Source: an optimization exercise on an open RTL-to-GDS flow (aim: small area and a short achievable clock period). Production flows keep margins and buffers that such runs may drop. Function was checked by simulation only, so behaviour that the tests miss may differ from the original. Power and IR drop assume default switching activity.

==> flow/design.v (outline; a module is shown in full before it is edited, if it fits) <==
// module exec_stage: 87 lines
// module exec_lane: 49 lines
// module exec_mac24: 653 lines
// module exec_fa: 3 lines
// module exec_ha: 3 lines
// module exec_add24: 184 lines
module exec_stage #(
  parameter int N = 24,
  parameter int M = 6
) (
  input  logic                clk,
  input  logic                rst,
  input  logic                en,
  input  logic [N-1:0]        rd1, rd2, rd3, pc, imm,
  input  logic [N*M-1:0]      rdv1, rdv2, rdv3,
  input  logic [N*M-1:0]      Forward1, Forward2, Forward3,
  input  logic                Fa, Fb, Fc,
  input  logic [3:0]          aluControl, Rc, opCode,
  input  logic                immSrc, branchFlag, memWrite, memToReg, regWrite, modeSel,
  input  logic [1:0]          opType,
  output logic [17+2*N*M-1:0] bufferOut
);
  // ...
==> flow/flow/run.sh <==
#!/bin/bash
set -euo pipefail
export BUFFER_PORTS_ARGS="-buffer_cell sky130_fd_sc_hd__buf_1"
bash standard.sh > standard.log 2>&1
==> flow/standard.sh <==
#!/bin/bash
# synth_recipe.tcl (not shown) runs the flow's synth.tcl, then flattens the netlist and writes it again
# the make line also repeats each setting of config.mk as NAME=value (left out here)
make -C /OpenROAD-flow-scripts/flow DESIGN_CONFIG=/design/flow/config.mk WORK_HOME=/design/flow/orfs CLKGATE_MAP_FILE= SYNTH_SCRIPT=/design/flow/synth_recipe.tcl "${@:-finish}"
==> flow/config.mk <==
export PLATFORM = sky130hd
export DESIGN_NAME = exec_stage
export DESIGN_NICKNAME = exec_stage
export VERILOG_FILES = /design/flow/design.v
export SDC_FILE = /design/flow/constraint.sdc
export NUM_CORES = 4
export LEC_CHECK = 0
export ABC_AREA = 1
export CAP_MARGIN = 30
export CELL_PAD_IN_SITES_DETAIL_PLACEMENT = 1
export CELL_PAD_IN_SITES_GLOBAL_PLACEMENT = 1
export CORE_MARGIN = 2
export CORE_UTILIZATION = 38
export PLACE_DENSITY = 0.6
export SETUP_SLACK_MARGIN = 4
export SLEW_MARGIN = 30
export SYNTH_HIERARCHICAL = 1
==> flow/constraint.sdc <==
create_clock -name core_clock -period 13.0 [get_ports {clk}]
set_input_delay 2.6000 -clock core_clock [delete_from_list [all_inputs] [get_ports {clk}]]
set_output_delay 2.6000 -clock core_clock [all_outputs]
set_load 0.01 [all_outputs]
==> reports/results.ini, run 1 <==
[setup_path]
worstReg2RegEnd = q[153]
setup.worst_path.class = in2reg
critical_path_depth = 27

[drt]
drc = 0
highest_layer = met5
drt_iter0_drc = 9765
wirelength_um = 547900

[worst_hold_path]
whs_path_depth = 2

[clock_tree]
cts_resized = 526
path_clk_slew_ns = 0.08

[timing]
rsz0062_at_grt = yes
period_share_pct = 71.22

[cells_and_area]
n_fill_cell = 27321
nClkBuffers = 54
inv_count = 1294
layout-drive-gt1-share_pct = 11.03
final-nonclk-buf-share_pct = 11.03
largest_reg_flops = 305
utilization_pct = 45.93

[logic_synthesis]
syn-instance-count = 11852
syn_area_um2 = 79810

[pwr]
ir_drop_uv = 111.0
top_power_group = combinational logic
leakage_nw = 49.18

[run_status]
status = complete, no violations

[floorplan]
ioPinCount = 1315
num_rows = 168

[global_routing]
grt_use_met2_pct = 71.20

==> inputs of run 2 (changes only) <==
--- a/flow/config.mk
+++ b/flow/config.mk
@@ -12,6 +12,6 @@
 export CORE_MARGIN = 2
 export CORE_UTILIZATION = 38
 export PLACE_DENSITY = 0.6
-export SETUP_SLACK_MARGIN = 4
+export SETUP_SLACK_MARGIN = 4.5
 export SLEW_MARGIN = 30
 export SYNTH_HIERARCHICAL = 1
==> run 2 against run 1 <==
Still clean on timing, DRC and antenna. Synthesized cell count unchanged. First-iteration DRC count is 16% higher. Wire length up 5.4%. Combinational power increased by 11%. Die area is the same. Fmax grew 0.50%. Final cell count rose by 1.1%. Sequential power hardly changed. Via count increased by 3.3%. Design area is 4.6% higher. Hold slack got worse by 0.0050 ns. Core utilization is 2.1 points higher. Critical path type unchanged. Largest cell class unchanged. Largest power group unchanged.
==> reports/results.ini, run 2 <==
[run_status]
status = complete, no violations  ; unchanged

[global_routing]
grt_max_degree = 125  ; was 101
grt.overflow.total = 0  ; unchanged
antenna_found_initial = 123  ; was 96
grt_pass1_wl_um = 769500  ; was 733400 um
grt_pass1_vias = 98256  ; was 96032
grt.total_usage_pct = 51.22  ; was 48.47%

[setup_path]
setup.worst_path.class = in2reg  ; unchanged
worst_setup_path_start_kind = input pin  ; unchanged
crit_required_ns = 13.73  ; was 13.65 ns
worstReg2RegEnd = q[16]  ; was q[153]
reg2regPathDepth = 2  ; unchanged
critPathMaxStageDelay_ns = 0.53  ; was 0.64 ns
worstReg2RegStart = q[16]  ; was q[153]
cp_top_family = adder cells  ; unchanged
end_kind = flip-flop  ; unchanged
critical_path_depth = 31  ; was 27
crit_fanout = 12  ; was 19
arrival_ns = 9.94  ; was 9.91 ns
r2r_slack_ns = 12.14  ; was 12.02 ns
slowest_stage = fa_1  ; was fa_2
cp_num_buf_inv = 8  ; was 5
cpMostUsedCell = fa_1  ; unchanged

[timing]
tightest_slew_ns = 1.221  ; was 1.130 ns
slew_viol_final = 0  ; unchanged
period_share_pct = 70.87  ; was 71.22%
fin_ws_ns = 3.787  ; was 3.742 ns
setup-tns-final_ns = 0  ; unchanged
period_minus_slack_ns = 9.213  ; was 9.258 ns
fmax_ghz = 0.1085  ; was 0.1080 GHz
skew_ns = 0  ; unchanged
hold_viol = 0  ; unchanged
hold_slack_ns = 0.4518  ; was 0.4568 ns
slew_headroom_pct = 18.30  ; was 24.49%
setup-violations-final = 0  ; unchanged
rsz0062_at_grt = yes  ; unchanged

[drt]
avgRoutedWirePerCell_um = 35.34  ; was 33.88 um
final_antenna_net_count = 0  ; unchanged
firstDrtPassIters = 9  ; was 6
wirelength_um = 577600  ; was 547900 um
num_vias = 100898  ; was 97668
viasPerCell = 6.174  ; was 6.039
drc = 0  ; unchanged
drt_iter0_drc = 11369  ; was 9765

[logic_synthesis]
yosysWarningCount = 14  ; unchanged
syn-instance-count = 11852  ; unchanged
syn_area_um2 = 79810  ; unchanged
avgSynthCellArea_um2 = 6.734  ; unchanged

[cells_and_area]
area_delta_synth_final_pct = 25.97  ; was 20.37%
regMostFlops = q  ; unchanged
nets = 15836  ; was 15682
top_regs = q: 305 flops  ; unchanged
layout-drive-gt1-share_pct = 15.20  ; was 11.03%
final_common_cell = nand2_1  ; unchanged
n_fill_cell = 26990  ; was 27321
mostFrequentLayoutCells = 3011 x nand2_1, 1288 x buf_1, 972 x inv_1  ; was 3047 x nand2_1, 1298 x buf_1, 1004 x inv_1
fin_area_um2 = 100500  ; was 96070 um2
largest_reg_flops = 305  ; unchanged
regArea_um2 = 6106  ; unchanged
multiInputGateArea_um2 = 71300  ; was 68730 um2

[pwr]
ir_drop_uv = 120.7  ; was 111.0 uV
power_density_nw_per_um2 = 88.08  ; was 85.49 nW/um2
leakage_nw = 50.70  ; was 49.18 nW

[floorplan]
ioPinCount = 1315  ; unchanged
core_um2 = 209200  ; unchanged
dieHeight_um = 462.3  ; unchanged
num_rows = 168  ; unchanged
die_w_um = 462.3  ; unchanged
dieArea_um2 = 213700  ; unchanged
floorplan.initialDensity_pct = 38.16  ; unchanged

[worst_hold_path]
holdPathEnd = q[284]  ; was q[302]
hp-class = reg2reg  ; unchanged
whs_path_depth = 1  ; was 2
hold_start = q[284]  ; was q[302]

[placed_design]
place_area_um2 = 88500  ; was 87880 um2
port_buffers = 1314  ; unchanged
hpwl_um = 443700  ; was 426400 um
post-place-ws_ns = 1.394  ; was 1.307 ns
place_congestion = 1.117  ; was 1.092

[clock_tree]
clk_path_buf_depth = 3  ; unchanged
path_clk_slew_ns = 0.07  ; was 0.08 ns
htreeDepth = 2  ; unchanged
cts_buffers = 43  ; was 41
tritoncts = built  ; unchanged
hold_buffers = 0  ; unchanged
clk_latency_ns = 0.68  ; was 0.69 ns
root_buffer = clkbuf_16  ; unchanged
cts.sinks = 305  ; unchanged

[run]
max-cap-violations = 0  ; unchanged

-- run 2: cell count changes in the layout (fill, tap and decap cells not counted), moves of 33 or more --
cell,change
nand3_1,-46
o22ai_1,-33
nand3_2,+36
nor2_1,-72
nand2_1,-36
ha_1,-38
buf_4,+84
nor2_4,+41
ha_4,+33
-- run 2: worst register-to-register path: cells and delay by family, from the launching register on --
| kind | cells | cell delay, ns |
|---|---|---|
| AO/OA/AOI/OAI | 1 | 0.12 |
| flip-flops | 1 | 0.57 |
| AND/OR/NAND/NOR | 1 | 0.10 |
-- run 2: how the worst max path moves through the flow --
stage	start	to	slack (ns)
global route	Fb	q[153]	3.71
CTS	aluControl[3]	q[153]	4.01
finish	Fb	q[153]	3.79
global placement	Fb	q[153]	1.24
floorplan	Fb	q[153]	4.47
detailed placement	aluControl[3]	q[153]	1.39
-- run 2: report_power, final --
part | internal (mW) | switching (mW)
Sequential | 1.01 | 0.0517
Clock | 0.703 | 0.604
Combinational | 2.31 | 4.17
Total | 4.03 | 4.83
-- run 2: layout make-up --
class | count | share of cell area (%)
Multi-Input combinational cell | 9716 | 70.92
Timing Repair Buffer | 2028 | 12.33
Sequential cell | 305 | 6.073
Inverter | 1276 | 5.263
Tap cell | 2805 | 3.491
Clock buffer | 59 | 1.210
Antenna cell | 120 | 0.2987
Clock inverter | 15 | 0.2091
Timing Repair inverter | 19 | 0.1979
-- run 2: timing repair --
action	4_1_cts	5_1_grt
gates cloned	46	13
gates resized for setup	791	591
endpoints found under the setup margin	146	100
setup buffers	230	178
pin swaps	91	209
-- run 2: stage by stage --
stage	power (mW)	cells	util [%]
2_1_floorplan	4.273	12004	-
3_3_place_gp	6.247	15678	42.28
3_5_place_dp	6.352	15679	42.32
4_1_cts	7.997	16029	45.75
5_1_grt	9.193	16249	47.96
6_report	8.855	16343	48.07
-- run 2: layer usage --
metal  part of all wire [%]  global-route usage, %
met3                     12                  19.84
met5                   0.19                 0.8371
met4                     12                  49.97
met1                     35                  57.21
met2                     41                  73.47
==> inputs of run 3 (changes only) <==
--- a/flow/config.mk
+++ b/flow/config.mk
@@ -10,8 +10,8 @@
 export CELL_PAD_IN_SITES_DETAIL_PLACEMENT = 1
 export CELL_PAD_IN_SITES_GLOBAL_PLACEMENT = 1
 export CORE_MARGIN = 2
-export CORE_UTILIZATION = 38
-export PLACE_DENSITY = 0.6
-export SETUP_SLACK_MARGIN = 4.5
+export CORE_UTILIZATION = 42
+export PLACE_DENSITY = 0.64
+export SETUP_SLACK_MARGIN = 4
 export SLEW_MARGIN = 30
 export SYNTH_HIERARCHICAL = 1
==> run 3 against run 2 <==
Still clean on timing, DRC and antenna. Clock skew unchanged. Fmax down 1.1%. Sequential cell count unchanged. Global-route usage up 2.1 points. Clock power up 5%. Sequential power about the same. Wire length down 5.3%. Synthesized area unchanged. Non-clock buffer count down 265. Power down 5.6%. Largest cell class unchanged. Largest power group unchanged. Highest routed layer unchanged.
==> reports/results.ini, run 3 <==
[clock_tree]
cts.sinks = 305  ; unchanged
tritoncts = built  ; unchanged
path_clk_slew_ns = 0.08  ; was 0.07 ns
cts_buffers = 42  ; was 43
clk_path_buf_depth = 3  ; unchanged
clk_latency_ns = 0.71  ; was 0.68 ns
htreeDepth = 2  ; unchanged
root_buffer = clkbuf_16  ; unchanged

[drt]
avgRoutedWirePerCell_um = 34.63  ; was 35.34 um
viasPerCell = 6.408  ; was 6.174
drc = 0  ; unchanged
final_antenna_net_count = 0  ; unchanged
drt_iter0_drc = 12640  ; was 11369
wirelength_um = 546800  ; was 577600 um
num_vias = 101186  ; was 100898
firstDrtPassIters = 8  ; was 9

[timing]
skew_ns = 0  ; unchanged
tightest_slew_ns = 1.225  ; was 1.221 ns
slew_viol_final = 0  ; unchanged
hold_viol = 0  ; unchanged
setup-violations-final = 0  ; unchanged
period_minus_slack_ns = 9.319  ; was 9.213 ns
slew_headroom_pct = 18.31  ; was 18.30%
fmax_ghz = 0.1073  ; was 0.1085 GHz
period_share_pct = 71.68  ; was 70.87%
rsz0062_at_grt = yes  ; unchanged
setup-tns-final_ns = 0  ; unchanged
fin_ws_ns = 3.681  ; was 3.787 ns

[run]
max-cap-violations = 0  ; unchanged

[floorplan]
die_w_um = 439.9  ; was 462.3 um
dieArea_um2 = 193500  ; was 213700 um2
ioPinCount = 1315  ; unchanged
num_rows = 160  ; was 168
dieHeight_um = 439.9  ; was 462.3 um
floorplan.initialDensity_pct = 42.10  ; was 38.16%
core_um2 = 189600  ; was 209200 um2

[cells_and_area]
area_delta_synth_final_pct = 17.95  ; was 25.97%
layout-drive-gt1-share_pct = 9.640  ; was 15.20%
top_regs = q: 305 flops  ; unchanged
nets = 15568  ; was 15836
final_cell_count_no_fill = 15790  ; was 16343
mostFrequentLayoutCells = 3069 x nand2_1, 1296 x buf_1, 1031 x inv_1  ; was 3011 x nand2_1, 1288 x buf_1, 972 x inv_1
final_common_cell = nand2_1  ; unchanged
utilization_pct = 49.65  ; was 48.07%
largest_reg_flops = 305  ; unchanged
regMostFlops = q  ; unchanged

[logic_synthesis]
yosysWarningCount = 14  ; unchanged
syn_area_um2 = 79810  ; unchanged
syn-instance-count = 11852  ; unchanged
avgSynthCellArea_um2 = 6.734  ; unchanged

[setup_path]
crit_required_ns = 13.68  ; was 13.73 ns
crit_fanout = 10  ; was 12
cpMostUsedCell = fa_1  ; unchanged
setup.worst_path.class = in2reg  ; unchanged
arrival_ns = 9.99  ; was 9.94 ns
worstReg2RegStart = q[153]  ; was q[16]
slowest_stage = fa_1  ; unchanged
worst_setup_path_start_kind = input pin  ; unchanged
startpoint = imm[12]  ; was Fb
end_kind = flip-flop  ; unchanged
critPathMaxStageDelay_ns = 0.54  ; was 0.53 ns

[global_routing]
antenna_found_initial = 140  ; was 123
grt.overflow.total = 0  ; unchanged
grt_max_degree = 191  ; was 125
grt_pass1_vias = 99573  ; was 98256
grt_pass1_wl_um = 738400  ; was 769500 um
grt.total_usage_pct = 53.34  ; was 51.22%

[pwr]
total_power_mw = 8.357  ; was 8.855 mW
power_density_nw_per_um2 = 88.78  ; was 88.08 nW/um2
leakage_nw = 48.56  ; was 50.70 nW
ir_drop_uv = 101.5  ; was 120.7 uV

[placed_design]
hpwl_um = 428300  ; was 443700 um
post-place-ws_ns = 1.224  ; was 1.394 ns
dp_cells = 15385  ; was 15679
port_buffers = 1314  ; unchanged
place_congestion = 1.167  ; was 1.117

[worst_hold_path]
hp-class = reg2reg  ; unchanged
hold_start = q[291]  ; was q[284]

[run_status]
status = complete, no violations  ; unchanged

run 3: area by class of cell:
cell class / count / area, um2
Sequential cell: 305 / 6106
Clock buffer: 47 / 1110
Multi-Input combinational cell: 9715 / 68200
Fill cell: 24997 / 95450
Timing Repair inverter: 18 / 156.4
Antenna cell: 126 / 315.3
Clock inverter: 29 / 404.1
Inverter: 1276 / 5179
Tap cell: 2511 / 3142
Timing Repair Buffer: 1763 / 9529
run 3: power breakdown:
group	internal [mW]	switching (mW)	leakage, nW	total (mW)
registers	1.01	0.0611	2.52	1.07
logic	1.97	3.94	45.3	5.92
clock network	0.748	0.618	0.743	1.37
total	3.73	4.62	48.6	8.36
run 3: final timing paths:
check	to	slack, ns	cells after the start
worst max-delay path	q[153]	3.68	29
worst min-delay path	q[291]	0.45	1
worst max register to register	q[153]	12.04	2
worst min register to register	q[291]	0.45	1
run 3: repair_timing:
action / in CTS / in global routing
pin swaps: 33 / 36
gates cloned: 22 / 19
hold buffers: 0 / 0
setup buffers: 94 / 65
gates resized for setup: 507 / 238
setup endpoints to repair: 142 / 68
run 3: per-stage QoR:
| stage | area, um2 | hold WS (ns) |
|---|---|---|
| finish | 94140 | 0.4532 |
| global route | 93940 | 0.4642 |
| CTS | 91890 | 0.4505 |
| detailed placement | 87400 | 0.4355 |
| global placement | 87290 | 0.4286 |
| floorplan | 80430 | 0.4716 |
run 3: critical path: cells and delay by family:
| kind | cells | cell delay (ns) |
|---|---|---|
| buf+inv | 4 | 1.05 |
| xor+xnor | 2 | 0.42 |
| fa+ha+maj | 6 | 2.58 |
| compound gates | 7 | 1.33 |
| simple gates | 10 | 2.00 |
run 3: metal layers:
layer	wire (um)	GRT usage, %
met4	64300	48.78
met5	1090	2.308
met1	188500	59.59
met3	73880	22.86
met2	219000	76.16
==> module exec_stage, before the edit <==
module exec_stage #(
  parameter int N = 24,
  parameter int M = 6
) (
  input  logic                clk,
  input  logic                rst,
  input  logic                en,
  input  logic [N-1:0]        rd1, rd2, rd3, pc, imm,
  input  logic [N*M-1:0]      rdv1, rdv2, rdv3,
  input  logic [N*M-1:0]      Forward1, Forward2, Forward3,
  input  logic                Fa, Fb, Fc,
  input  logic [3:0]          aluControl, Rc, opCode,
  input  logic                immSrc, branchFlag, memWrite, memToReg, regWrite, modeSel,
  input  logic [1:0]          opType,
  output logic [17+2*N*M-1:0] bufferOut
);
  localparam int NM = N * M;
  localparam int BW = 17 + 2 * NM;
  logic          isCtrl, ld, hold;
  logic [BW-1:0] q, d;
  assign isCtrl = (opType == 2'b10);
  assign ld     = rst & en;
  assign hold   = rst & ~en;
  logic opAdd, opSub, opAnd, opOr, opXor, opShl, opShr, opMul, opB, opA;
  assign opAdd = (aluControl == 4'b0000);
  assign opSub = (aluControl == 4'b0001);
  assign opAnd = (aluControl == 4'b0010);
  assign opOr  = (aluControl == 4'b0011);
  assign opXor = (aluControl == 4'b0100);
  assign opShl = (aluControl == 4'b0101);
  assign opShr = (aluControl == 4'b0110);
  assign opMul = (aluControl == 4'b0111);
  assign opB   = (aluControl == 4'b1000);
  assign opA   = (aluControl == 4'b1001);
  logic [N-1:0] a   [M];
  logic [N-1:0] b   [M];
  logic [N-1:0] t   [M];
  logic [N-1:0] cmpB, pcImm;
  assign cmpB = Fb ? Forward2[N-1:0] : (modeSel ? rdv2[N-1:0] : rd2);
  assign a[0] = Fa ? Forward1[N-1:0] : (modeSel ? rdv1[N-1:0] : rd1);
  assign b[0] = immSrc ? imm : cmpB;
  assign t[0] = Fc ? Forward3[N-1:0] : (modeSel ? rdv3[N-1:0] : rd3);
  for (genvar k = 1; k < M; k++) begin : g_ops
    assign a[k] = Fa ? Forward1[k*N +: N] : rdv1[k*N +: N];
    assign b[k] = immSrc ? imm : (Fb ? Forward2[k*N +: N] : rdv2[k*N +: N]);
    assign t[k] = {N{modeSel}} & (Fc ? Forward3[k*N +: N] : rdv3[k*N +: N]);
  end
  logic [N-1:0] r [M];
  logic [M-1:0] nz;
  for (genvar k = 0; k < M; k++) begin : g_lane
    logic on;
    if (k == 0) begin : g_l0
      assign on = ld & ~isCtrl;
      exec_lane u_lane (
        .a(a[0]), .b(b[0]),
        .mul(opMul), .shl(opShl), .shr(opShr), .add(opAdd), .sub(opSub), .pa(opA), .pb(opB),
        .land(opAnd), .lor(opOr), .lxor(opXor),
        .ext(pcImm), .gext(ld & isCtrl),
        .on(on), .r(r[k]), .nz(nz[k]));
    end else begin : g_ln
      assign on = ld & modeSel & ~isCtrl;
      exec_lane u_lane (
        .a(a[k]), .b(b[k]),
        .mul(opMul), .shl(opShl), .shr(opShr), .add(opAdd), .sub(opSub), .pa(opA), .pb(opB),
        .land(opAnd), .lor(opOr), .lxor(opXor),
        .ext('0), .gext(1'b0),
        .on(on), .r(r[k]), .nz(nz[k]));
    end
  end
  logic [N-1:0] cmpDiff;
  logic         cmpEq;
  exec_add24 u_pcimm (.a(pc), .b(imm), .ci(1'b0), .y(pcImm));
  exec_add24 u_cmp (.a(a[0]), .b(~cmpB), .ci(1'b1), .y(cmpDiff));
  assign cmpEq   = (a[0] == cmpB);
  logic anyR, zeroFlag, negFlag;
  assign anyR     = |nz;
  assign zeroFlag = isCtrl ? (ld & cmpEq) : (ld & ~anyR);
  assign negFlag  = isCtrl ? (ld & cmpDiff[N-1]) : r[0][N-1];
  logic [BW-1:0] nx;
  assign nx = {{7{ld}} & {modeSel, opType, opCode},
               r[5], r[4], r[3], r[2], r[1], r[0], zeroFlag, negFlag,
               {8{ld}} & {branchFlag, memWrite, memToReg, regWrite, Rc},
               {NM{ld}} & {t[5], t[4], t[3], t[2], t[1], t[0]}};
  assign d = nx | ({BW{hold}} & q);
  always_ff @(posedge clk) q <= d;
  assign bufferOut = q;
endmodule
==> module exec_lane, before the edit <==
module exec_lane (
  input  logic [23:0] a, b,
  input  logic        mul, shl, shr, add, sub, pa, pb, land, lor, lxor,
  input  logic [23:0] ext,
  input  logic        gext,
  input  logic        on,
  output logic [23:0] r,
  output logic        nz
);
  logic [23:0] ar, x, z, p, pr, rl;
  logic        pz;
  logic [4:0]  s;
  logic [11:0] one, two, neg, bone, btwo, sone, stwo;
  logic [24:0] bx;
  logic        c0;
  for (genvar j = 0; j < 24; j++) begin : g_rev
    assign ar[j] = a[23-j];
    assign pr[j] = p[23-j];
  end
  assign x = shr ? ar : a;
  assign s  = b[4:0];
  assign bx = {b, 1'b0};
  for (genvar i = 0; i < 12; i++) begin : g_booth
    assign bone[i] = bx[2*i+1] ^ bx[2*i];
    assign btwo[i] = (bx[2*i+2] & ~bx[2*i+1] & ~bx[2*i]) | (~bx[2*i+2] & bx[2*i+1] & bx[2*i]);
    assign sone[i] = (s == 5'(2*i));
    assign stwo[i] = (s == 5'(2*i+1));
    if (i == 0) begin : g_d0
      assign one[i] = (mul & bone[i]) | ((shl | shr) & sone[i]) | add | sub | pa;
    end else begin : g_dn
      assign one[i] = (mul & bone[i]) | ((shl | shr) & sone[i]);
    end
    assign two[i] = (mul & btwo[i]) | ((shl | shr) & stwo[i]);
    assign neg[i] = mul & bx[2*i+2];
  end
  assign c0 = (mul & b[1]) | sub;
  assign z  = {24{add | sub | pb}} & (b ^ {24{sub}});
  exec_mac24 u_mac (.x(x), .one(one), .two(two), .neg(neg), .c0(c0), .z(z), .p(p), .pz(pz));
  logic gp, gr, ga, go, gx;
  assign gp = on & (mul | shl | add | sub | pa | pb);
  assign gr = on & shr;
  assign ga = on & land;
  assign go = on & lor;
  assign gx = on & lxor;
  assign rl = ({24{ga}} & (a & b)) | ({24{go}} & (a | b)) | ({24{gx}} & (a ^ b)) |
              ({24{gext}} & ext);
  assign r  = ({24{gp}} & p) | ({24{gr}} & pr) | rl;
  assign nz = ((gp | gr) & ~pz) | (|rl);
endmodule
==> inputs of run 4 (changes only) <==
--- a/flow/design.v
+++ b/flow/design.v
@@ -55,7 +55,6 @@
         .a(a[0]), .b(b[0]),
         .mul(opMul), .shl(opShl), .shr(opShr), .add(opAdd), .sub(opSub), .pa(opA), .pb(opB),
         .land(opAnd), .lor(opOr), .lxor(opXor),
-        .ext(pcImm), .gext(ld & isCtrl),
         .on(on), .r(r[k]), .nz(nz[k]));
     end else begin : g_ln
       assign on = ld & modeSel & ~isCtrl;
@@ -63,14 +62,13 @@
         .a(a[k]), .b(b[k]),
         .mul(opMul), .shl(opShl), .shr(opShr), .add(opAdd), .sub(opSub), .pa(opA), .pb(opB),
         .land(opAnd), .lor(opOr), .lxor(opXor),
-        .ext('0), .gext(1'b0),
         .on(on), .r(r[k]), .nz(nz[k]));
     end
   end
   logic [N-1:0] cmpDiff;
   logic         cmpEq;
   exec_add24 u_pcimm (.a(pc), .b(imm), .ci(1'b0), .y(pcImm));
-  exec_add24 u_cmp (.a(a[0]), .b(~cmpB), .ci(1'b1), .y(cmpDiff));
+  assign cmpDiff = a[0] - cmpB;
   assign cmpEq   = (a[0] == cmpB);
   logic anyR, zeroFlag, negFlag;
   assign anyR     = |nz;
@@ -78,7 +76,7 @@
   assign negFlag  = isCtrl ? (ld & cmpDiff[N-1]) : r[0][N-1];
   logic [BW-1:0] nx;
   assign nx = {{7{ld}} & {modeSel, opType, opCode},
-               r[5], r[4], r[3], r[2], r[1], r[0], zeroFlag, negFlag,
+               r[5], r[4], r[3], r[2], r[1], r[0] | ({N{ld & isCtrl}} & pcImm), zeroFlag, negFlag,
                {8{ld}} & {branchFlag, memWrite, memToReg, regWrite, Rc},
                {NM{ld}} & {t[5], t[4], t[3], t[2], t[1], t[0]}};
   assign d = nx | ({BW{hold}} & q);
@@ -88,8 +86,6 @@
 module exec_lane (
   input  logic [23:0] a, b,
   input  logic        mul, shl, shr, add, sub, pa, pb, land, lor, lxor,
-  input  logic [23:0] ext,
-  input  logic        gext,
   input  logic        on,
   output logic [23:0] r,
   output logic        nz
@@ -129,8 +125,7 @@
   assign ga = on & land;
   assign go = on & lor;
   assign gx = on & lxor;
-  assign rl = ({24{ga}} & (a & b)) | ({24{go}} & (a | b)) | ({24{gx}} & (a ^ b)) |
-              ({24{gext}} & ext);
+  assign rl = ({24{ga}} & (a & b)) | ({24{go}} & (a | b)) | ({24{gx}} & (a ^ b));
   assign r  = ({24{gp}} & p) | ({24{gr}} & pr) | rl;
   assign nz = ((gp | gr) & ~pz) | (|rl);
 endmodule
--- a/flow/config.mk
+++ b/flow/config.mk
@@ -10,8 +10,8 @@
 export CELL_PAD_IN_SITES_DETAIL_PLACEMENT = 1
 export CELL_PAD_IN_SITES_GLOBAL_PLACEMENT = 1
 export CORE_MARGIN = 2
-export CORE_UTILIZATION = 42
-export PLACE_DENSITY = 0.64
+export CORE_UTILIZATION = 38
+export PLACE_DENSITY = 0.6
 export SETUP_SLACK_MARGIN = 4
 export SLEW_MARGIN = 30
 export SYNTH_HIERARCHICAL = 1
==> run 4 against run 3 <==
Still clean on timing, DRC and antenna. Largest power group unchanged. Core utilization decreased by 2.9 points. Sequential cell count unchanged. Critical path type unchanged. Sequential share of layout area decreased by 0.18 points. First-iteration DRC count increased by 11%. Critical endpoint unchanged. Clock-buffer cell count increased by 6.
==> reports/results.ini, run 4 <==
[cells_and_area]
mostFrequentLayoutCells = 2614 x nand2_1, 1282 x buf_1, 910 x inv_1  ; was 3069 x nand2_1, 1296 x buf_1, 1031 x inv_1
layout-drive-gt1-share_pct = 14.87  ; was 9.640%
n_fill_cell = 26452  ; was 24997
largest_reg_flops = 305  ; unchanged
top_regs = q: 305 flops  ; unchanged
fin_area_um2 = 96830  ; was 94140 um2
regMostFlops = q  ; unchanged
area_delta_synth_final_pct = 22.38  ; was 17.95%
final_common_cell = nand2_1  ; unchanged
nets = 15284  ; was 15568

[logic_synthesis]
muxShareOfSynthArea_pct = 0
synth_common_cells = 2672 x nand2_1, 1071 x inv_1, 996 x nor2_1
avgSynthCellArea_um2 = 6.883  ; was 6.734 um2
synth_compound_area_share_pct = 18.12
ys_types = 52
ys_ff_latch = 305
yosysWarningCount = 14  ; unchanged
yosysSeqAreaShare_pct = 7.717
synth_top_family_by_area = adder cells
syn_area_um2 = 79120  ; was 79810 um2
synthSimpleGateAreaFrac_pct = 24.24
synthFlopType = dfxtp_1
syn-instance-count = 11496  ; was 11852
netlist.top_cell.by_area = fa_1
synth_enable_flop_cells = 0
yosys.area_share.adder_pct = 28.43
synth_most_common_cell = nand2_1
yosys.area.top_type_share_pct = 15.33
synth_area_leaders = fa_1 15%, ha_1 13%, nand2_1 13%
async_reset_ff_share_pct = 0
synth_xor_area_share_pct = 11.35

[worst_hold_path]
whs_path_depth = 2  ; was 1
holdPathEnd = q[149]  ; was q[291]
hp-class = reg2reg  ; unchanged
hold_start = q[149]  ; was q[291]

[global_routing]
grt.overflow.total = 0  ; unchanged
grt_max_degree = 143  ; was 191
antenna_found_initial = 138  ; was 140
grt.total_usage_pct = 53.85  ; was 53.34%
grt_pass1_vias = 97884  ; was 99573
grt_pass1_wl_um = 795200  ; was 738400 um

[drt]
firstDrtPassIters = 7  ; was 8
drt_iter0_drc = 14079  ; was 12640
wirelength_um = 614400  ; was 546800 um
num_vias = 101872  ; was 101186
drc = 0  ; unchanged
final_antenna_net_count = 0  ; unchanged
avgRoutedWirePerCell_um = 38.94  ; was 34.63 um
viasPerCell = 6.456  ; was 6.408

[clock_tree]
cts.sinks = 305  ; unchanged
clk_latency_ns = 0.72  ; was 0.71 ns
path_clk_slew_ns = 0.06  ; was 0.08 ns
root_buffer = clkbuf_16  ; unchanged
hold_buffers = 0  ; unchanged
tritoncts = built  ; unchanged
htreeDepth = 2  ; unchanged
cts_buffers = 44  ; was 42
clk_path_buf_depth = 3  ; unchanged

[pwr]
power_density_nw_per_um2 = 86.66  ; was 88.78 nW/um2
ir_drop_uv = 107.8  ; was 101.5 uV
leakage_nw = 48.58  ; was 48.56 nW

[setup_path]
crit_fanout = 6  ; was 10
crit_required_ns = 13.58  ; was 13.68 ns
cp_num_buf_inv = 3  ; was 4
cpMostUsedCell = fa_1  ; unchanged
critPathMaxStageDelay_ns = 0.89  ; was 0.54 ns
slowest_stage = nand2_1  ; was fa_1
worstReg2RegEnd = q[175]  ; was q[153]
worst_setup_path_start_kind = input pin  ; unchanged
cp_top_family = adder cells  ; unchanged
reg2regPathDepth = 2  ; unchanged
arrival_ns = 10.03  ; was 9.99 ns
worstReg2RegStart = q[175]  ; was q[153]
end_kind = flip-flop  ; unchanged
r2r_slack_ns = 11.98  ; was 12.04 ns
setup.worst_path.class = in2reg  ; unchanged

[floorplan]
num_rows = 167  ; was 160
floorplan.initialDensity_pct = 38.21  ; was 42.10%
die_w_um = 460.3  ; was 439.9 um
dieHeight_um = 460.3  ; was 439.9 um
ioPinCount = 1315  ; unchanged
dieArea_um2 = 211900  ; was 193500 um2
core_um2 = 207100  ; was 189600 um2

[timing]
fmax_ghz = 0.1057  ; was 0.1073 GHz
setup-violations-final = 0  ; unchanged
slew_headroom_pct = 10.20  ; was 18.31%
slew_viol_final = 0  ; unchanged
period_share_pct = 72.75  ; was 71.68%
tightest_slew_ns = 1.333  ; was 1.225 ns
rsz0062_at_grt = yes  ; unchanged
period_minus_slack_ns = 9.457  ; was 9.319 ns
hold_viol = 0  ; unchanged
skew_ns = 0  ; unchanged
setup-tns-final_ns = 0  ; unchanged

[run]
max-cap-violations = 0  ; unchanged

[placed_design]
port_buffers = 1314  ; unchanged
place_congestion = 1.119  ; was 1.167
place_area_um2 = 86280  ; was 87400 um2
hpwl_um = 478300  ; was 428300 um

[run_status]
status = complete, no violations  ; unchanged

==> run 4: cell types whose count changed in the layout (fill, tap and decap cells not counted), sizes merged, moves of 119 or more <==
| cell | previous run | this run |
|---|---|---|
| conb | 154 | 2 |
| buf | 1735 | 1937 |
| a21o | 158 | 14 |
| a31o | 2 | 122 |
| nand2 | 3138 | 2702 |
| o21ai | 402 | 546 |
| o31ai | 240 | 121 |
==> run 4: worst max path at each step <==
stage | from | to | slack [ns] | depth (start not counted)
after CTS | immSrc | q[153] | 3.98 | 33
after global routing | imm[22] | q[153] | 3.52 | 25
after global placement | Fb | q[153] | 1.30 | 31
final | imm[22] | q[153] | 3.54 | 25
after detailed placement | Fb | q[153] | 1.37 | 32
after floorplan | immSrc | q[153] | 4.01 | 33
==> run 4: cell families (layout without fill, tap and decap cells) <==
family,count (synthesis),in the layout
simple gates,4674,4674
compound gates,2134,2134
buf+inv,1923,3299
fa+ha+maj,1434,1434
xor+xnor,1025,1025
flops,305,305
other cells,1,120
==> run 4: through the flow <==
step	instances	util, %	total power [mW]	worst slack [ns]	hold slack, ns
floorplan	11497	-	4.140	4.011	0.4946
global route	15718	46.69	8.652	3.517	0.5024
finish	15779	46.76	8.391	3.543	0.4806
detailed placement	15140	41.67	6.190	1.370	0.4630
CTS	15383	44.00	7.711	3.978	0.4798
global placement	15137	41.63	6.041	1.298	0.4603
==> run 4: worst reg2reg max path: cells and delay by family, from the launching register on <==
| family | cells | cell delay [ns] |
|---|---|---|
| flip-flops | 1 | 0.63 |
| AND/OR/NAND/NOR | 2 | 0.32 |
==> run 4: routing by layer <==
layer  GRT usage [%]  vias up  wire length, um
met1           62.40    50197           214100
li1                -    40886                -
met2           72.77     8193           234200
met4           48.08       68            71530
met3           25.66     2528            93780
met5          0.7807        -              832
==> run 4: per-module statistics from Yosys, one instance, submodules excluded <==
module	flip-flops and latches	cell area, um2	times used
exec_add24	0	892.1	1
exec_stage	305	17740	1
exec_lane	0	3024	6
exec_mac24	0	4420	6
exec_fa	0	20.02	606
exec_ha	0	12.51	295
==> run 4: what timing repair did <==
| action | 4_1_cts | 5_1_grt |
|---|---|---|
| setup endpoints to repair | 146 | 64 |
| pin swaps | 35 | 135 |
| setup buffers | 134 | 244 |
| gates resized for setup | 661 | 728 |
| gates cloned | 30 | 30 |
==> run 4: power by group <==
part	switching [mW]	total, mW	internal [mW]	leakage [nW]
Clock	0.633	1.35	0.718	0.730
Sequential	0.0545	1.05	0.993	2.49
Combinational	3.99	5.99	2.00	45.4
Total	4.68	8.39	3.71	48.6
==> run 4: layout make-up <==
cell class | instances | area, um2 | area share (%)
antenna | 118 | 295.3 | 0.3050
clock buffer | 53 | 1175 | 1.213
clock inverter | 26 | 325.3 | 0.3360
inverter | 1205 | 5120 | 5.288
multi-input combinational | 9269 | 68440 | 70.68
sequential | 305 | 6106 | 6.306
tap | 2788 | 3488 | 3.603
timing repair buffer | 1991 | 11650 | 12.03
timing repair inverter | 24 | 231.5 | 0.2391
==> inputs of run 5 (changes only) <==
--- a/flow/config.mk
+++ b/flow/config.mk
@@ -10,8 +10,8 @@
 export CELL_PAD_IN_SITES_DETAIL_PLACEMENT = 1
 export CELL_PAD_IN_SITES_GLOBAL_PLACEMENT = 1
 export CORE_MARGIN = 2
-export CORE_UTILIZATION = 38
-export PLACE_DENSITY = 0.6
+export CORE_UTILIZATION = 42
+export PLACE_DENSITY = 0.64
 export SETUP_SLACK_MARGIN = 4
 export SLEW_MARGIN = 30
 export SYNTH_HIERARCHICAL = 1
==> run 5 against run 4 <==
Via count decreased by 0.33%. Combinational power increased by 1%. Sequential cell count did not move. Register-to-register slack better by 0.07 ns. Non-clock buffer count shrank 203. Global-route usage increased by 2.4 points. Design area fell by 4.2%. First-iteration DRC count fell by 4.0%. Sequential share of layout area grew 0.27 points. Hold slack got worse by 0.0032 ns.
==> reports/results.ini, run 5 <==
[clock_tree]
clk_latency_ns = 0.68  ; was 0.72 ns
tritoncts = built  ; unchanged
cts.sinks = 305  ; unchanged
root_buffer = clkbuf_16  ; unchanged
hold_buffers = 0  ; unchanged
cts_buffers = 43  ; was 44
clk_path_buf_depth = 3  ; unchanged
htreeDepth = 2  ; unchanged
path_clk_slew_ns = 0.07  ; was 0.06 ns

[logic_synthesis]
ys_types = 52  ; unchanged
synth_most_common_cell = nand2_1  ; unchanged
yosysSeqAreaShare_pct = 7.717  ; unchanged
synth_common_cells = 2672 x nand2_1, 1071 x inv_1, 996 x nor2_1  ; unchanged
yosysWarningCount = 14  ; unchanged
avgSynthCellArea_um2 = 6.883  ; unchanged
async_reset_ff_share_pct = 0  ; unchanged
yosys.area.top_type_share_pct = 15.33  ; unchanged
synthFlopType = dfxtp_1  ; unchanged
synth_area_leaders = fa_1 15%, ha_1 13%, nand2_1 13%  ; unchanged
ys_ff_latch = 305  ; unchanged
synth_enable_flop_cells = 0  ; unchanged
syn-instance-count = 11496  ; unchanged
syn_area_um2 = 79120  ; unchanged
netlist.top_cell.by_area = fa_1  ; unchanged

[drt]
wirelength_um = 569600  ; was 614400 um
avgRoutedWirePerCell_um = 37.15  ; was 38.94 um
num_vias = 101532  ; was 101872
final_antenna_net_count = 0  ; unchanged
drc = 0  ; unchanged
viasPerCell = 6.623  ; was 6.456
firstDrtPassIters = 8  ; was 7
drt_iter0_drc = 13517  ; was 14079

[timing]
slew_viol_final = 0  ; unchanged
period_minus_slack_ns = 9.830  ; was 9.457 ns
slew_headroom_pct = 14.01  ; was 10.20%
fmax_ghz = 0.1017  ; was 0.1057 GHz
hold_viol = 0  ; unchanged
tightest_slew_ns = 1.290  ; was 1.333 ns
period_share_pct = 75.62  ; was 72.75%
setup-tns-final_ns = 0  ; unchanged
setup-violations-final = 0  ; unchanged
skew_ns = 0  ; unchanged
rsz0062_at_grt = yes  ; unchanged

[cells_and_area]
regArea_um2 = 6106  ; unchanged
multiInputGateArea_um2 = 66950  ; was 68440 um2
mostFrequentLayoutCells = 2629 x nand2_1, 1285 x buf_1, 968 x inv_1  ; was 2614 x nand2_1, 1282 x buf_1, 910 x inv_1
regMostFlops = q  ; unchanged
largest_reg_flops = 305  ; unchanged
layout-drive-gt1-share_pct = 11.20  ; was 14.87%
fin_area_um2 = 92790  ; was 96830 um2
final_common_cell = nand2_1  ; unchanged
nets = 15077  ; was 15284
top_regs = q: 305 flops  ; unchanged
n_fill_cell = 24560  ; was 26452
area_delta_synth_final_pct = 17.27  ; was 22.38%

[global_routing]
antenna_found_initial = 189  ; was 138
grt.overflow.total = 0  ; unchanged
grt_max_degree = 160  ; was 143
grt_pass1_wl_um = 766800  ; was 795200 um
grt.total_usage_pct = 56.24  ; was 53.85%
grt_pass1_vias = 99045  ; was 97884

[setup_path]
setup.worst_path.class = in2reg  ; unchanged
arrival_ns = 10.45  ; was 10.03 ns
crit_fanout = 58  ; was 6
worst_setup_path_start_kind = input pin  ; unchanged
crit_required_ns = 13.62  ; was 13.58 ns
end_kind = flip-flop  ; unchanged

[placed_design]
port_buffers = 1314  ; unchanged
hpwl_um = 449600  ; was 478300 um
place_congestion = 1.252  ; was 1.119
place_area_um2 = 85830  ; was 86280 um2

[floorplan]
dieArea_um2 = 191900  ; was 211900 um2
core_um2 = 187400  ; was 207100 um2
floorplan.initialDensity_pct = 42.22  ; was 38.21%
die_w_um = 438.0  ; was 460.3 um
num_rows = 159  ; was 167
dieHeight_um = 438.0  ; was 460.3 um
ioPinCount = 1315  ; unchanged

[pwr]
power_density_nw_per_um2 = 91.60  ; was 86.66 nW/um2
leakage_nw = 47.28  ; was 48.58 nW
ir_drop_uv = 127.4  ; was 107.8 uV

[run]
max-cap-violations = 0  ; unchanged

[worst_hold_path]
hp-class = reg2reg  ; unchanged

[run_status]
status = complete, no violations  ; unchanged

run 5: cell type report:
cell class / count / area share, %
Inverter: 1205 / 5.303
Timing Repair inverter: 20 / 0.1739
Antenna cell: 168 / 0.4531
Timing Repair Buffer: 1788 / 10.32
Tap cell: 2495 / 3.364
Sequential cell: 305 / 6.580
Clock buffer: 54 / 1.269
Multi-Input combinational cell: 9270 / 72.15
Clock inverter: 26 / 0.3951
run 5: cell families (layout without fill, tap and decap cells):
| group | count (synthesis) | in the layout | share of synthesized area, % |
|---|---|---|---|
| adder cells (fa/ha/maj) | 1434 | 1434 | 28.43 |
| AO/OA/AOI/OAI | 2134 | 2135 | 18.12 |
| AND/OR/NAND/NOR | 4674 | 4674 | 24.24 |
| other | 1 | 170 | 0.004739 |
| flip-flops | 305 | 305 | 7.717 |
| XOR/XNOR | 1025 | 1025 | 11.35 |
| buffers and inverters | 1923 | 3093 | 10.14 |
run 5: report_power, final:
part / internal, mW / switching, mW
combinational: 1.99 / 4.08
clock: 0.775 / 0.615
sequential: 0.993 / 0.0498
total: 3.76 / 4.74
run 5: per-module statistics from Yosys, one instance, submodules excluded:
module	area, um2	cells	copies in the design
exec_stage	17740	2498	1
exec_add24	892.1	141	1
exec_mac24	4420	718	6
exec_ha	12.51	1	295
exec_lane	3024	608	6
exec_fa	20.02	1	606
run 5: through the flow:
stage,cells,total power [mW],util (%),setup WS (ns),hold slack [ns]
floorplan,11497,4.140,-,4.011,0.4946
global placement,14836,6.152,45.77,1.073,0.4597
detailed placement,14838,6.347,45.80,1.087,0.4619
CTS,15046,7.895,48.15,3.838,0.4792
global route,15238,8.698,49.39,3.154,0.5019
finish,15331,8.500,49.51,3.170,0.4774
run 5: path summary, 6_finish.rpt:
check / startpoint / end / slack, ns / cells after the start
worst max-delay path: Fa / q[153] / 3.17 / 27
worst min-delay path: q[151] / q[151] / 0.48 / 2
worst max register to register: q[153] / q[153] / 12.05 / 2
worst min register to register: q[151] / q[151] / 0.48 / 2
run 5: timing repair:
| action | CTS | global route |
|---|---|---|
| setup endpoints to repair | 146 | 92 |
| resized for setup | 563 | 266 |
| gates cloned | 22 | 14 |
| pin swaps | 31 | 31 |
| setup buffers | 106 | 99 |
run 5: worst max-delay path: stages:
cell	delay, ns
clkbuf_8	0.42
clkinv_16	0.34
buf_8	0.30
nand2_1	0.23
nand2_1	0.24
nand2_1	0.12
o21ai_1	0.21
a221oi_1	0.43
xor2_1	0.30
fa_1	0.50
fa_1	0.50
fa_1	0.40
fa_1	0.49
fa_1	0.56
inv_1	0.07
ha_1	0.28
xor2_1	0.23
nand4_1	0.18
nor4_1	0.31
nand4_1	0.41
a21oi_4	0.38
a21oi_1	0.07
nor2_1	0.14
nand2_2	0.20
nor4_2	0.20
a32oi_1	0.09
o31ai_1	0.12
run 5: metal layers:
layer | up-vias | routed length [um] | global-route usage [%]
met5 | - | 1875 | 6.303
met4 | 70 | 71950 | 55.22
met3 | 3025 | 83910 | 27.94
met2 | 8462 | 224100 | 78.32
met1 | 49466 | 187800 | 60.36
li1 | 40509 | - | -

port drivers added, routing unchanged:
How much do the figures lean on ideal ports? The routed layouts below were timed once more, with nothing changed but the port constraints. Step 1 assumes that a clkbuf_16 drives the clock port and a buf_2 every other input. Step 2 also shifts input and output timing later by t, the mid clock arrival at the registers, as if the neighbouring blocks saw the same clock. a / b / c = ideal / step 1 / step 2; a / b = the first two.
run | t (ns) | slack for setup (ns) | hold slack, ns | latest minus earliest clock arrival (ns)
run 1 | 0.869 | 3.742 / 3.688 / 2.820 | 0.457 / 0.457 / 0.457 | 0.122 / 0.123
run 2 | 0.843 | 3.787 / 3.572 / 2.729 | 0.452 / 0.452 / 0.452 | 0.100 / 0.100
run 3 | 0.820 | 3.681 / 3.530 / 2.711 | 0.453 / 0.453 / 0.453 | 0.081 / 0.081
run 4 | 0.829 | 3.543 / 3.474 / 2.645 | 0.481 / 0.481 / 0.481 | 0.072 / 0.072
run 5 | 0.799 | 3.170 / 3.115 / 2.315 | 0.477 / 0.477 / 0.477 | 0.045 / 0.045
After both steps every run listed still meets setup and hold. For run 2, which loses most, drivers alone change the setup slack by -0.215 ns; drivers and shift together by -1.058 ns.
